Source: an optimization exercise on an open RTL-to-GDS flow (aim: small area). Production flows keep margins and buffers that such runs may drop.
RTL that was checked went through simulation tests only; none was proved equivalent to the original.
Power and IR drop assume default switching activity. The clock port is modelled as an ideal driver; clocking choices that lean on that would not hold on a real chip.

==> flow/design.v <==
module command_parser_top #(
  parameter int DIVISOR      = 434,
  parameter int SAMPLE_PHASE = DIVISOR / 2,
  parameter int NUM_REGS     = 32
) (
  input  logic clk,
  input  logic i_reset,
  input  logic i_rx,
  output logic o_tx
);
  localparam int CW = $clog2(DIVISOR);
  localparam int AW = (NUM_REGS > 1) ? $clog2(NUM_REGS) : 1;
  localparam int PW = AW + 2;                  
  localparam int NSLOT = 1 << PW;              
  localparam logic [7:0]    CMD_WRITE = 8'hAA;
  localparam logic [7:0]    CMD_READ  = 8'h00;
  typedef enum logic [2:0] {IDLE, ADDR_W, ADDR_R, DATA_W, DATA_R, EXEC, SEND, W_FLUSH} state_t;
  function automatic logic [CW-1:0] lfsr_next(input logic [CW-1:0] s);
    lfsr_next = {s[CW-2:0], ~(s[8] ^ s[4])};
  endfunction
  function automatic logic [CW-1:0] lfsr_at(input int n);
    logic [CW-1:0] s;
    s = '0;
    for (int i = 0; i < n; i++) s = {s[CW-2:0], ~(s[8] ^ s[4])};
    lfsr_at = s;
  endfunction
  localparam logic [CW-1:0] BIT_LAST  = lfsr_at(DIVISOR - 1);
  localparam logic [CW-1:0] SAMPLE_AT = lfsr_at(SAMPLE_PHASE);
  typedef enum logic [1:0] {RX_IDLE, RX_START, RX_DATA, RX_VALID} rx_state_t;
  logic            rx_meta, rx_sync, rx_prev;
  logic            rx_first;
  rx_state_t       rx_state, rx_state_n;
  logic [CW-1:0]   rx_cnt, rx_cnt_n;
  logic [8:0]      rx_sh, rx_sh_n;
  logic            rx_valid;
  logic [7:0]      rx_byte;
  assign rx_byte  = rx_sh[8:1];
  assign rx_valid = (rx_state == RX_VALID);
  always_ff @(posedge clk or posedge i_reset) begin
    if (i_reset) begin
      rx_meta  <= 1'b1;
      rx_sync  <= 1'b1;
      rx_prev  <= 1'b1;
      rx_state <= RX_IDLE;
      rx_sh    <= 9'd0;
    end else begin
      rx_meta  <= i_rx;
      rx_sync  <= rx_meta;
      rx_prev  <= rx_sync;
      rx_state <= rx_state_n;
      rx_sh    <= rx_sh_n;
    end
  end
  always_ff @(posedge clk) rx_cnt <= rx_cnt_n;
  always_comb begin
    rx_state_n = rx_state;
    rx_cnt_n   = lfsr_next(rx_cnt);
    rx_sh_n    = rx_sh;
    rx_first   = 1'b0;
    case (rx_state)
      RX_IDLE, RX_VALID: begin
        rx_cnt_n = '0;
        if (rx_prev && !rx_sync) rx_state_n = RX_START;
        else                     rx_state_n = RX_IDLE;
      end
      RX_START: begin
        if (rx_cnt == SAMPLE_AT) begin
          rx_cnt_n = '0;
          rx_sh_n  = 9'h100;
          rx_first = 1'b1;
          if (rx_sync) rx_state_n = RX_IDLE;
          else         rx_state_n = RX_DATA;
        end
      end
      RX_DATA: begin
        if (rx_cnt == BIT_LAST) begin
          rx_cnt_n = '0;
          if (rx_sh[0]) begin
            if (rx_sync) rx_state_n = RX_VALID;
            else         rx_state_n = RX_IDLE;
            rx_sh_n[0] = rx_sync;
          end else begin
            rx_sh_n = {rx_sync, rx_sh[8:1]};
          end
        end
      end
    endcase
  end
  logic [PW-1:0]        phase;
  logic                 clr;        
  logic [8*NSLOT-1:0]   ring;
  logic [7:0]           tap;
  logic                 hit;
  logic                 wr_en;
  logic                 ins;
  state_t          state, state_n;
  logic [AW-1:0]   idx;
  logic            in_range;
  logic [1:0]      byte_cnt;
  assign tap = ring[8*NSLOT-1 -: 8];
  assign hit = (phase == {idx, byte_cnt});
  assign wr_en = in_range && ((state == W_FLUSH) ||
                 ((state == DATA_W) && rx_sh[0] && ((rx_state == RX_IDLE) || (rx_state == RX_START))));
  assign ins = clr || (wr_en && hit);
  always_ff @(posedge clk or posedge i_reset) begin
    if (i_reset) begin
      phase <= '0;
      clr   <= 1'b1;
    end else begin
      phase <= {phase[5:0], ~(phase[6] ^ phase[5]) ^ (&phase[5:0])};
      if (rx_first) clr <= 1'b0;
    end
  end
  always_ff @(posedge clk) begin
    ring <= {ring[8*NSLOT-9:0], ins ? rx_byte : tap};
  end
  logic [9:0]      tx_sh;
  logic [CW-1:0]   tx_cnt;
  logic            tx_idle, tx_last, tx_ready, tx_load;
  assign tx_last  = (tx_cnt == BIT_LAST);
  assign tx_idle  = (tx_sh[9:1] == 9'd0);       
  assign o_tx     = tx_sh[0] || tx_idle;
  assign tx_ready = tx_idle && (!tx_sh[0] || tx_last);
  always_ff @(posedge clk or posedge i_reset) begin
    if (i_reset) begin
      tx_sh <= 10'd0;
    end else if (tx_load) begin
      tx_sh <= {1'b1, 8'h00, 1'b0};
    end else if (tx_last) begin
      tx_sh <= {1'b0, tx_sh[9:1]};
    end else if (tx_sh[9] && in_range && hit) begin
      tx_sh[8:1] <= tap;
    end
  end
  always_ff @(posedge clk) begin
    if (tx_load || tx_last) tx_cnt <= '0;
    else                    tx_cnt <= lfsr_next(tx_cnt);
  end
  always_ff @(posedge clk or posedge i_reset) begin
    if (i_reset) state <= IDLE;
    else         state <= state_n;
  end
  always_comb begin
    state_n = state;
    tx_load = 1'b0;
    case (state)
      IDLE: if (rx_valid) begin
              if (rx_byte == CMD_WRITE)     state_n = ADDR_W;
              else if (rx_byte == CMD_READ) state_n = ADDR_R;
            end
      ADDR_W: if (rx_valid) state_n = DATA_W;
      ADDR_R: if (rx_valid) state_n = DATA_R;
      DATA_W: if (rx_valid && (byte_cnt == 2'd3)) state_n = W_FLUSH;
      DATA_R: if (rx_valid && (byte_cnt == 2'd3)) state_n = EXEC;
      EXEC:   state_n = SEND;
      SEND: begin
        if (tx_ready) begin
          tx_load = 1'b1;
          if (byte_cnt == 2'd3) state_n = IDLE;
        end
      end
      default: if (hit) state_n = IDLE;    
    endcase
  end
  always_ff @(posedge clk) begin
    case (state)
      ADDR_W, ADDR_R: if (rx_valid) begin
                  idx      <= rx_byte[AW-1:0];
                  in_range <= (32'(rx_byte) < 32'(NUM_REGS));
                  byte_cnt <= 2'd0;
                end
      DATA_W, DATA_R: if (rx_valid) byte_cnt <= byte_cnt + 2'd1;
      SEND:     if (tx_load) byte_cnt <= byte_cnt + 2'd1;
      default: ;
    endcase
  end
endmodule
clock: 10.0 ns
lec_check: 0
cap_margin: 20
core_margin: 2
core_utilization: 70
cts_buf_list: sky130_fd_sc_hd__clkbuf_16
cts_cluster_diameter: 150
cts_cluster_size: 34
place_density: 0.75
slew_margin: 20
run.sh (not shown) runs the stock make flow with config.mk's settings and CLKGATE_MAP_FILE= SYNTH_SCRIPT=/design/flow/synth_recipe.tcl, a recipe that flattens the netlist after the stock synthesis.
Edit:
--- a/flow/design.v
+++ b/flow/design.v
@@ -21,7 +21,7 @@
   function automatic logic [CW-1:0] lfsr_at(input int n);
     logic [CW-1:0] s;
     s = '0;
-    for (int i = 0; i < n; i++) s = {s[CW-2:0], ~(s[8] ^ s[4])};
+    for (int i = 0; i < n; i++) s = lfsr_next(s);
     lfsr_at = s;
   endfunction
   localparam logic [CW-1:0] BIT_LAST  = lfsr_at(DIVISOR - 1);
@@ -76,8 +76,7 @@
         if (rx_cnt == BIT_LAST) begin
           rx_cnt_n = '0;
           if (rx_sh[0]) begin
-            if (rx_sync) rx_state_n = RX_VALID;
-            else         rx_state_n = RX_IDLE;
+            rx_state_n = rx_sync ? RX_VALID : RX_IDLE;
             rx_sh_n[0] = rx_sync;
           end else begin
             rx_sh_n = {rx_sync, rx_sh[8:1]};
=>
- non-clock buffer count stays the same
- hold slack gets better by 12 ps
- worst setup slack gets worse by 15 ps
- utilization came out lower by 0.19 points
- design area is about the same
- combinational power stays flat
- cell count came out lower by about 0.7%
- first-iteration DRC count came out lower by 8.8%
- area after synthesis hardly moves
- routed wire length came out lower by about 12%
- via count came out lower by 1.4%
The RTL of the second run of this note was laid out without a check of its function.

[separate check: timing with driven ports]
How much do the figures lean on ideal ports? The routed layouts below were timed once more, with nothing changed but the port constraints.
Step 1 sets driving cells, clkbuf_16 on the clock port and buf_2 on the other inputs (assumed; they add their load-dependent delay and slew).
Step 2, shift: input delay + t, output delay - t, t = (earliest + latest rising clock arrival at the registers) / 2. This alone moves slack from input paths to output paths.
a / b / c = no drivers / after step 1 / after step 2; a / b = the first two.
run	shift t [ns]	setup slack, ns	hold WS [ns]	worst setup path at the end
the first run	0.599	5.877 / 5.827 / 6.425	0.319 / 0.319 / 0.319	register to output
the second run	0.600	5.863 / 5.809 / 6.409	0.331 / 0.331 / 0.331	register to output
After both steps setup and hold are still met in every run listed.
